What follows belongs to an exercise in optimizing a design on an open flow for small area, a short achievable clock period and few clock cycles per item; a production flow would make more cautious choices. Power figures rest on the tool's default switching activity, not on a simulated workload.

north:
## lru_key_value_cache
module lru_key_value_cache #(
  parameter int MAX_ENTRIES = MAX_ENTRIES_DEF
) (
  input  wire                     clk,
  input  wire                     rst_n,
  input  wire                     start,
  output logic                    busy,
  input  wire                     in_opcode,
  input  wire  signed [KEY_W-1:0] in_key,
  input  wire  signed [VAL_W-1:0] in_value,
  output logic                    out_strobe,
  output logic                    out_hit,
  output logic signed [VAL_W-1:0] out_read_value,
  input  wire                     cfg_we,
  input  wire         [CAP_W-1:0] cfg_wdata
);
  localparam int N = MAX_ENTRIES;
  localparam int CNT_W = $clog2(N + 1);
  localparam int CMP_W = (CNT_W > CAP_W) ? CNT_W : CAP_W;
  logic [CAP_W-1:0] cap_r;
  logic [CNT_W-1:0] occ_r;
  logic             full_r;
  logic             s1_vld_r;
  logic             s1_op_r;
  logic [KEY_W-1:0] s1_key_r;
  logic [VAL_W-1:0] s1_val_r;
  logic             s2_vld_r;
  logic             s2_op_r;
  logic [KEY_W-1:0] s2_key_r;
  logic [VAL_W-1:0] s2_val_r;
  logic [N-1:0]     s2_match_r;   
  logic             s2_found_r;   
  logic [KEY_W-1:0] key_r [N];
  logic [VAL_W-1:0] val_r [N];
  logic             newer_r [N][N];
  logic             res_vld_r;
  logic             res_hit_r;
  logic [VAL_W-1:0] res_val_r;
  assign busy = 1'b0;
  logic [N-1:0] valid, victim, free, miss_slot, slot, upd, wr;
  logic         s2_put, s2_wrote, s2_putmiss, do_ins;
  always_comb begin
    for (int i = 0; i < N; i++) begin
      valid[i] = occ_r > CNT_W'(i);
      free[i]  = occ_r == CNT_W'(i);
    end
    for (int i = 0; i < N; i++) begin
      logic v;
      v = valid[i];
      for (int j = 0; j < N; j++) begin
        if (j < i) begin
          v = v && newer_r[j][i];
        end else if (j > i) begin
          v = v && (!valid[j] || !newer_r[i][j]);
        end
      end
      victim[i] = v;
    end
    miss_slot = full_r ? victim : free;
    s2_put     = s2_op_r == OP_PUT;
    s2_wrote   = s2_vld_r && s2_put;
    s2_putmiss = s2_wrote && !s2_found_r;
    do_ins     = s2_putmiss && !full_r;
  ...
Settings: LEC_CHECK=0, CAP_MARGIN=20, CORE_MARGIN=2, CORE_UTILIZATION=60, CTS_CLUSTER_DIAMETER=70, CTS_CLUSTER_SIZE=32, SETUP_SLACK_MARGIN=4.0, SLEW_MARGIN=20; clock period 6.5 ns.
standard.sh (not shown) runs the stock make flow with config.mk's settings and CLKGATE_MAP_FILE= SYNTH_SCRIPT=/design/flow/synth_recipe.tcl, a recipe that flattens the netlist after the stock synthesis.
==> flow/flow/run.sh <==
#!/bin/bash
# Standard layout, with clock tree synthesis told not to add dummy loads.
set -euo pipefail
export CTS_ARGS="-sink_clustering_enable -repair_clock_nets -dont_use_dummy_load -sink_clustering_size 32 -sink_clustering_max_diameter 70"
bash standard.sh > standard.log 2>&1
What south does differently from north at the input level:
==> flow/flow/run.sh <==
#!/bin/bash
# Standard layout, with clock tree synthesis told not to add dummy loads.
set -euo pipefail
export CTS_ARGS="-sink_clustering_enable -repair_clock_nets -dont_use_dummy_load -sink_clustering_size 24 -sink_clustering_max_diameter 60"
bash standard.sh > standard.log 2>&1
diff --git a/flow/config.mk b/flow/config.mk
--- a/flow/config.mk
+++ b/flow/config.mk
@@ -10,4 +10,4 @@
 export CORE_UTILIZATION = 60
-export CTS_CLUSTER_DIAMETER = 70
-export CTS_CLUSTER_SIZE = 32
+export CTS_CLUSTER_DIAMETER = 60
+export CTS_CLUSTER_SIZE = 24
 export SETUP_SLACK_MARGIN = 4.0
Findings:
The worst hold slack in south was lower than what north gave. Compared with north, in south initial antenna violation count went up 4; share of the clock period used by the worst path moved up; post-route core utilization saw little to no change. Worst clock skew, north and south: smaller value in south. Non-clock buffer count is lower on south. [compare] base=north new=south: wire length went up, total via count after detailed routing went down. Delta (south minus north): worst setup slack after placement stayed essentially flat; H-tree level count rose by 1.
Function was not checked in any run of this note: the RTL went through the layout flow alone.

---

yarrow:
The RTL this note starts from:
==> flow/design.v <==
`default_nettype none
package lkvc_pkg;
  localparam int MAX_ENTRIES_DEF = 16;
  localparam int KEY_W = 32;
  localparam int VAL_W = 32;
  localparam int CAP_W = 5;
  localparam logic [CAP_W-1:0] CAP_RESET = 5'd16;
  localparam logic OP_GET = 1'b0;
  localparam logic OP_PUT = 1'b1;
  localparam logic [VAL_W-1:0] MISS_VALUE = 32'hFFFF_FFFF;
  localparam logic [VAL_W-1:0] PUT_VALUE = 32'h0000_0000;
endpackage
`default_nettype wire
`default_nettype none
import lkvc_pkg::*;
module lru_key_value_cache #(
  parameter int MAX_ENTRIES = MAX_ENTRIES_DEF
) (
  input  wire                     clk,
  input  wire                     rst_n,
  input  wire                     start,
  output logic                    busy,
  input  wire                     in_opcode,
  input  wire  signed [KEY_W-1:0] in_key,
  input  wire  signed [VAL_W-1:0] in_value,
  output logic                    out_strobe,
  output logic                    out_hit,
  output logic signed [VAL_W-1:0] out_read_value,
  input  wire                     cfg_we,
  input  wire         [CAP_W-1:0] cfg_wdata
);
  localparam int N = MAX_ENTRIES;
  logic [CAP_W-1:0] cap_r;
  logic [N-1:0]     valid_r;
  logic             full_r;
  logic             s1_vld_r;
  logic             s1_op_r;
  logic [KEY_W-1:0] s1_key_r;
  logic [VAL_W-1:0] s1_val_r;
  logic             s2_vld_r;
  logic             s2_op_r;
  logic [KEY_W-1:0] s2_key_r;
  logic [VAL_W-1:0] s2_val_r;
  logic [N-1:0]     s2_match_r;   
  logic             s2_found_r;   
  logic             s2_fwd_r;     
  logic [N-1:0]     wr_prev_r;    
  logic [KEY_W-1:0] key_r [N];
  logic [VAL_W-1:0] val_r [N];
  logic             newer_r [N][N];
  logic             res_vld_r;
  logic             res_hit_r;
  logic [VAL_W-1:0] res_val_r;
  assign busy = 1'b0;
  logic [N-1:0] victim, free, miss_slot;
  logic         s2_put, s2_wrote, s2_putmiss;
  always_comb begin
    for (int i = 0; i < N; i++) begin
      logic v;
      v = valid_r[i];
      for (int j = 0; j < N; j++) begin
        if (j < i) begin
          v = v && newer_r[j][i];
        end else if (j > i) begin
          v = v && (!valid_r[j] || !newer_r[i][j]);
        end
      end
      victim[i] = v;
      free[i] = !valid_r[i] && ((i == 0) ? 1'b1 : valid_r[i-1]);
    end
    miss_slot = full_r ? victim : free;
    s2_put     = s2_op_r == OP_PUT;
    s2_wrote   = s2_vld_r && s2_put;
    s2_putmiss = s2_wrote && !s2_found_r;
  end
  logic [N-1:0] s1_match;
  logic         s1_same, s1_any, s1_evict, s1_found;
  always_comb begin
    for (int i = 0; i < N; i++) begin
      s1_match[i] = valid_r[i] && (key_r[i] == s1_key_r);
    end
    s1_same  = (s1_key_r == s2_key_r);
    s1_any   = |s1_match;
    s1_evict = |(s1_match & miss_slot);
    s1_found = (s2_wrote && s1_same) || (s1_any && !(s2_putmiss && s1_evict));
  end
  logic [N-1:0] match, slot, upd, wr;
  logic [N-1:0] valid_nxt;
  logic [N-1:0] cap_sel;
  logic         do_ins, full_nxt;
  logic [VAL_W-1:0] rd_val;
  always_comb begin
    match = s2_fwd_r ? wr_prev_r : s2_match_r;
    slot  = s2_found_r ? match : miss_slot;
    upd   = slot & {N{s2_vld_r && (s2_found_r || s2_put)}};
    wr    = slot & {N{s2_wrote}};
    do_ins = s2_putmiss && !full_r;
    valid_nxt = do_ins ? {valid_r[N-2:0], 1'b1} : valid_r;
    for (int i = 0; i < N; i++) begin
      cap_sel[i] = (cap_r == CAP_W'(i + 1)) || (i == 0 && cap_r == '0) ||
                   (i == N - 1 && cap_r > CAP_W'(N));
    end
    full_nxt = |(valid_nxt & cap_sel);
    rd_val = '0;
    for (int i = 0; i < N; i++) begin
      rd_val = rd_val | (val_r[i] & {VAL_W{match[i]}});
    end
  end
  always_ff @(posedge clk) begin
    if (!rst_n) begin
      s1_vld_r  <= 1'b0;
      s2_vld_r  <= 1'b0;
      res_vld_r <= 1'b0;
      cap_r     <= CAP_RESET;
      valid_r   <= '0;
      full_r    <= 1'b0;
    end else begin
      s1_vld_r  <= start;
      s2_vld_r  <= s1_vld_r;
      res_vld_r <= s2_vld_r;
      if (cfg_we) begin
        cap_r <= cfg_wdata;
      end
      valid_r <= valid_nxt;
      full_r  <= full_nxt;
    end
  end
  always_ff @(posedge clk) begin
    s1_op_r    <= in_opcode;
    s1_key_r   <= in_key;
    s1_val_r   <= in_value;
    s2_op_r    <= s1_op_r;
    s2_key_r   <= s1_key_r;
    s2_val_r   <= s1_val_r;
    s2_match_r <= s1_match;
    s2_found_r <= s1_found;
    s2_fwd_r   <= s2_wrote && s1_same;
    wr_prev_r  <= wr;
    for (int i = 0; i < N; i++) begin
      if (wr[i]) begin
        val_r[i] <= s2_val_r;
      end
      if (wr[i] && !s2_found_r) begin
        key_r[i] <= s2_key_r;
      end
      for (int j = i + 1; j < N; j++) begin
        if (upd[i]) begin
          newer_r[i][j] <= 1'b1;
        end else if (upd[j]) begin
          newer_r[i][j] <= 1'b0;
        end
      end
    end
    res_hit_r <= s2_found_r;
    if (s2_put) begin
      res_val_r <= PUT_VALUE;
    end else if (s2_found_r) begin
      res_val_r <= rd_val;
    end else begin
      res_val_r <= MISS_VALUE;
    end
  end
  assign out_strobe     = res_vld_r;
  assign out_hit        = res_hit_r;
  assign out_read_value = res_val_r;
endmodule
`default_nettype wire
Settings: LEC_CHECK=0, CAP_MARGIN=20, CORE_MARGIN=2, CORE_UTILIZATION=70, CTS_CLUSTER_DIAMETER=60, CTS_CLUSTER_SIZE=24, PLACE_DENSITY=0.72, SETUP_SLACK_MARGIN=4.0, SLEW_MARGIN=20; clock period 6.5 ns.
==> flow/flow/run.sh <==
#!/bin/bash
# Standard layout, with clock tree synthesis told not to add dummy loads and
# the port buffers started from the smallest buffer.
set -euo pipefail
export CTS_ARGS="-sink_clustering_enable -repair_clock_nets -dont_use_dummy_load -sink_clustering_size 24 -sink_clustering_max_diameter 60"
export BUFFER_PORTS_ARGS="-buffer_cell sky130_fd_sc_hd__buf_1"
bash standard.sh > standard.log 2>&1
yarrow completed end to end with timing, DRC and antenna clean.
Input changes introduced in pepper (baseline for comparison: yarrow):
# yarrow
export LEC_CHECK = 0
export CAP_MARGIN = 20
export CORE_MARGIN = 2
export CORE_UTILIZATION = 70
export CTS_CLUSTER_DIAMETER = 60
export CTS_CLUSTER_SIZE = 24
export PLACE_DENSITY = 0.72
export SETUP_SLACK_MARGIN = 4.0
export SLEW_MARGIN = 20
create_clock -name core_clock -period 6.5 [get_ports {clk}]
# pepper
export LEC_CHECK = 0
export CAP_MARGIN = 20
export CORE_MARGIN = 2
export CORE_UTILIZATION = 60
export CTS_CLUSTER_DIAMETER = 60
export CTS_CLUSTER_SIZE = 24
export SETUP_SLACK_MARGIN = 4.0
export SLEW_MARGIN = 20
create_clock -name core_clock -period 6.5 [get_ports {clk}]
### Flow results
Comparing pepper against yarrow, there is no change at all in detailed-route DRC error count.
Diff yarrow -> pepper: initial cell density of the core has decreased, remaining max-slew budget at the tightest pin has decreased, area of combinational cells with multiple inputs has increased.
Count of clock-buffer cells in the layout: pepper vs yarrow up about 12%
The highest achievable clock rate of pepper was superior to that of yarrow.
Final critical path time including I/O delays and setup down 0.12 ns in pepper wrt yarrow
Diff yarrow -> pepper: overall power now larger; smallest hold slack now larger.
> inputs changed (pepper -> delta)
# pepper
export LEC_CHECK = 0
export CAP_MARGIN = 20
export CORE_MARGIN = 2
export CORE_UTILIZATION = 60
export CTS_CLUSTER_DIAMETER = 60
export CTS_CLUSTER_SIZE = 24
export SETUP_SLACK_MARGIN = 4.0
export SLEW_MARGIN = 20
create_clock -name core_clock -period 6.5 [get_ports {clk}]
# delta
export LEC_CHECK = 0
export CAP_MARGIN = 20
export CORE_MARGIN = 2
export CORE_UTILIZATION = 60
export CTS_BUF_LIST = sky130_fd_sc_hd__clkbuf_8
export SETUP_SLACK_MARGIN = 4.0
export SLEW_MARGIN = 20
create_clock -name core_clock -period 6.5 [get_ports {clk}]
==> flow/run.sh (new file) <==
#!/bin/bash
# synth_recipe.tcl (not shown) runs the flow's synth.tcl, then flattens the netlist and writes it again
# the make line also repeats each setting of config.mk as NAME=value (left out here)
make -C /OpenROAD-flow-scripts/flow DESIGN_CONFIG=/design/flow/config.mk WORK_HOME=/design/flow/orfs CLKGATE_MAP_FILE= SYNTH_SCRIPT=/design/flow/synth_recipe.tcl finish
removed: flow/flow/run.sh
removed: flow/standard.sh
==> comparison <==
Post-cts repair resize count (higher): delta. Diff pepper..delta | horizontal die dimension | unchanged. valid_r[12] as the start point of the critical path was reported by pepper, and res_val_r[14] by delta. Area growth from synthesis to layout (higher): delta. Global-route wire length before repair: delta worse than pepper.
#### Input delta (violet over delta)
# delta
export LEC_CHECK = 0
export CAP_MARGIN = 20
export CORE_MARGIN = 2
export CORE_UTILIZATION = 60
export CTS_BUF_LIST = sky130_fd_sc_hd__clkbuf_8
export SETUP_SLACK_MARGIN = 4.0
export SLEW_MARGIN = 20
create_clock -name core_clock -period 6.5 [get_ports {clk}]
# violet
export LEC_CHECK = 0
export CAP_MARGIN = 20
export CORE_MARGIN = 2
export CORE_UTILIZATION = 60
export CTS_CLUSTER_DIAMETER = 60
export CTS_CLUSTER_SIZE = 24
export SETUP_SLACK_MARGIN = 4.0
export SLEW_MARGIN = 20
export TNS_END_PERCENT = 10
create_clock -name core_clock -period 6.5 [get_ports {clk}]
==> flow/flow/run.sh (new file) <==
#!/bin/bash
# Standard layout, with clock tree synthesis told not to add dummy loads.
set -euo pipefail
export CTS_ARGS="-sink_clustering_enable -repair_clock_nets -dont_use_dummy_load -sink_clustering_size 24 -sink_clustering_max_diameter 60"
bash standard.sh > standard.log 2>&1
==> flow/standard.sh (new file) <==
#!/bin/bash
# synth_recipe.tcl (not shown) runs the flow's synth.tcl, then flattens the netlist and writes it again
# the make line also repeats each setting of config.mk as NAME=value (left out here)
make -C /OpenROAD-flow-scripts/flow DESIGN_CONFIG=/design/flow/config.mk WORK_HOME=/design/flow/orfs CLKGATE_MAP_FILE= SYNTH_SCRIPT=/design/flow/synth_recipe.tcl "${@:-finish}"
removed: flow/run.sh
## What came out
Between violet and delta, first-iteration DRC count is lower for delta, violet comes in above that.
delta → violet: post-placement setup slack +0.058 ns; final weighted congestion in routability-driven placement +about 2.4%; post-route worst setup slack -0.12 ns.
For nickel, these inputs were changed with respect to violet:
# violet
export LEC_CHECK = 0
export CAP_MARGIN = 20
export CORE_MARGIN = 2
export CORE_UTILIZATION = 60
export CTS_CLUSTER_DIAMETER = 60
export CTS_CLUSTER_SIZE = 24
export SETUP_SLACK_MARGIN = 4.0
export SLEW_MARGIN = 20
export TNS_END_PERCENT = 10
create_clock -name core_clock -period 6.5 [get_ports {clk}]
# nickel
export LEC_CHECK = 0
export CAP_MARGIN = 20
export CORE_MARGIN = 2
export CORE_UTILIZATION = 60
export SETUP_SLACK_MARGIN = 4.0
export SLEW_MARGIN = 20
create_clock -name core_clock -period 6.5 [get_ports {clk}]
==> flow/run.sh (new file) <==
#!/bin/bash
# synth_recipe.tcl (not shown) runs the flow's synth.tcl, then flattens the netlist and writes it again
# the make line also repeats each setting of config.mk as NAME=value (left out here)
make -C /OpenROAD-flow-scripts/flow DESIGN_CONFIG=/design/flow/config.mk WORK_HOME=/design/flow/orfs CLKGATE_MAP_FILE= SYNTH_SCRIPT=/design/flow/synth_recipe.tcl finish
removed: flow/flow/run.sh
removed: flow/standard.sh
==> run notes <==
Taking nickel as 1.0, violet lands at 0.820 on switching component of the power. Lower leakage dissipation among violet and nickel: violet. Filler cell count (nickel over violet): decrease, 315. Taking violet as 1.0, nickel lands at 1.5 on total clock buffers created by CTS. Of violet and nickel, the run reporting the higher number of gates resized after cts was nickel. Changes observed in nickel relative to violet: count of boundary I/O pins level; switching share of total power moved up; starting density of the core level; final critical path time including I/O delays and setup moved down; clock share of power moved up.
Function was not checked in any run of this note: the RTL went through the layout flow alone.

separate check: timing with driven ports:
Ports are ideal in the flow. The routed layouts listed here were re-timed in OpenROAD.
Step 1, drivers: a clkbuf_16 drives clk and a buf_2 each remaining input, both assumed.
Step 2 adds t to the input delays and takes it off the output delays; t is the mean of the earliest and latest rising clock arrival at the registers after step 1. Input paths then give back, and output paths get back, about the clock's delay inside the block.
a / b / c = ideal / step 1 / step 2; a / b = the first two.
run | t, ns | setup slack, ns | hold slack, ns | worst register clock-pin slew, ns
north | 0.718 | 3.529 / 3.529 / 3.529 | 0.332 / 0.332 / 0.332 | 0.12 / 0.12
south | 0.722 | 3.512 / 3.512 / 3.512 | 0.322 / 0.322 / 0.322 | 0.10 / 0.10
yarrow | 0.684 | 3.785 / 3.785 / 3.785 | 0.299 / 0.299 / 0.299 | 0.10 / 0.10
pepper | 0.714 | 3.907 / 3.907 / 3.907 | 0.320 / 0.320 / 0.320 | 0.09 / 0.09
delta | 0.948 | 3.818 / 3.748 / 3.734 | 0.324 / 0.324 / 0.324 | 0.07 / 0.07
violet | 0.720 | 3.700 / 3.700 / 3.700 | 0.319 / 0.319 / 0.319 | 0.10 / 0.10
nickel | 0.814 | 3.949 / 3.900 / 3.792 | 0.326 / 0.326 / 0.326 | 0.07 / 0.07
After both steps setup and hold are still met in every run listed. The setup slack of nickel, which loses most, moves by -0.049 ns with the drivers and by -0.157 ns with both steps.
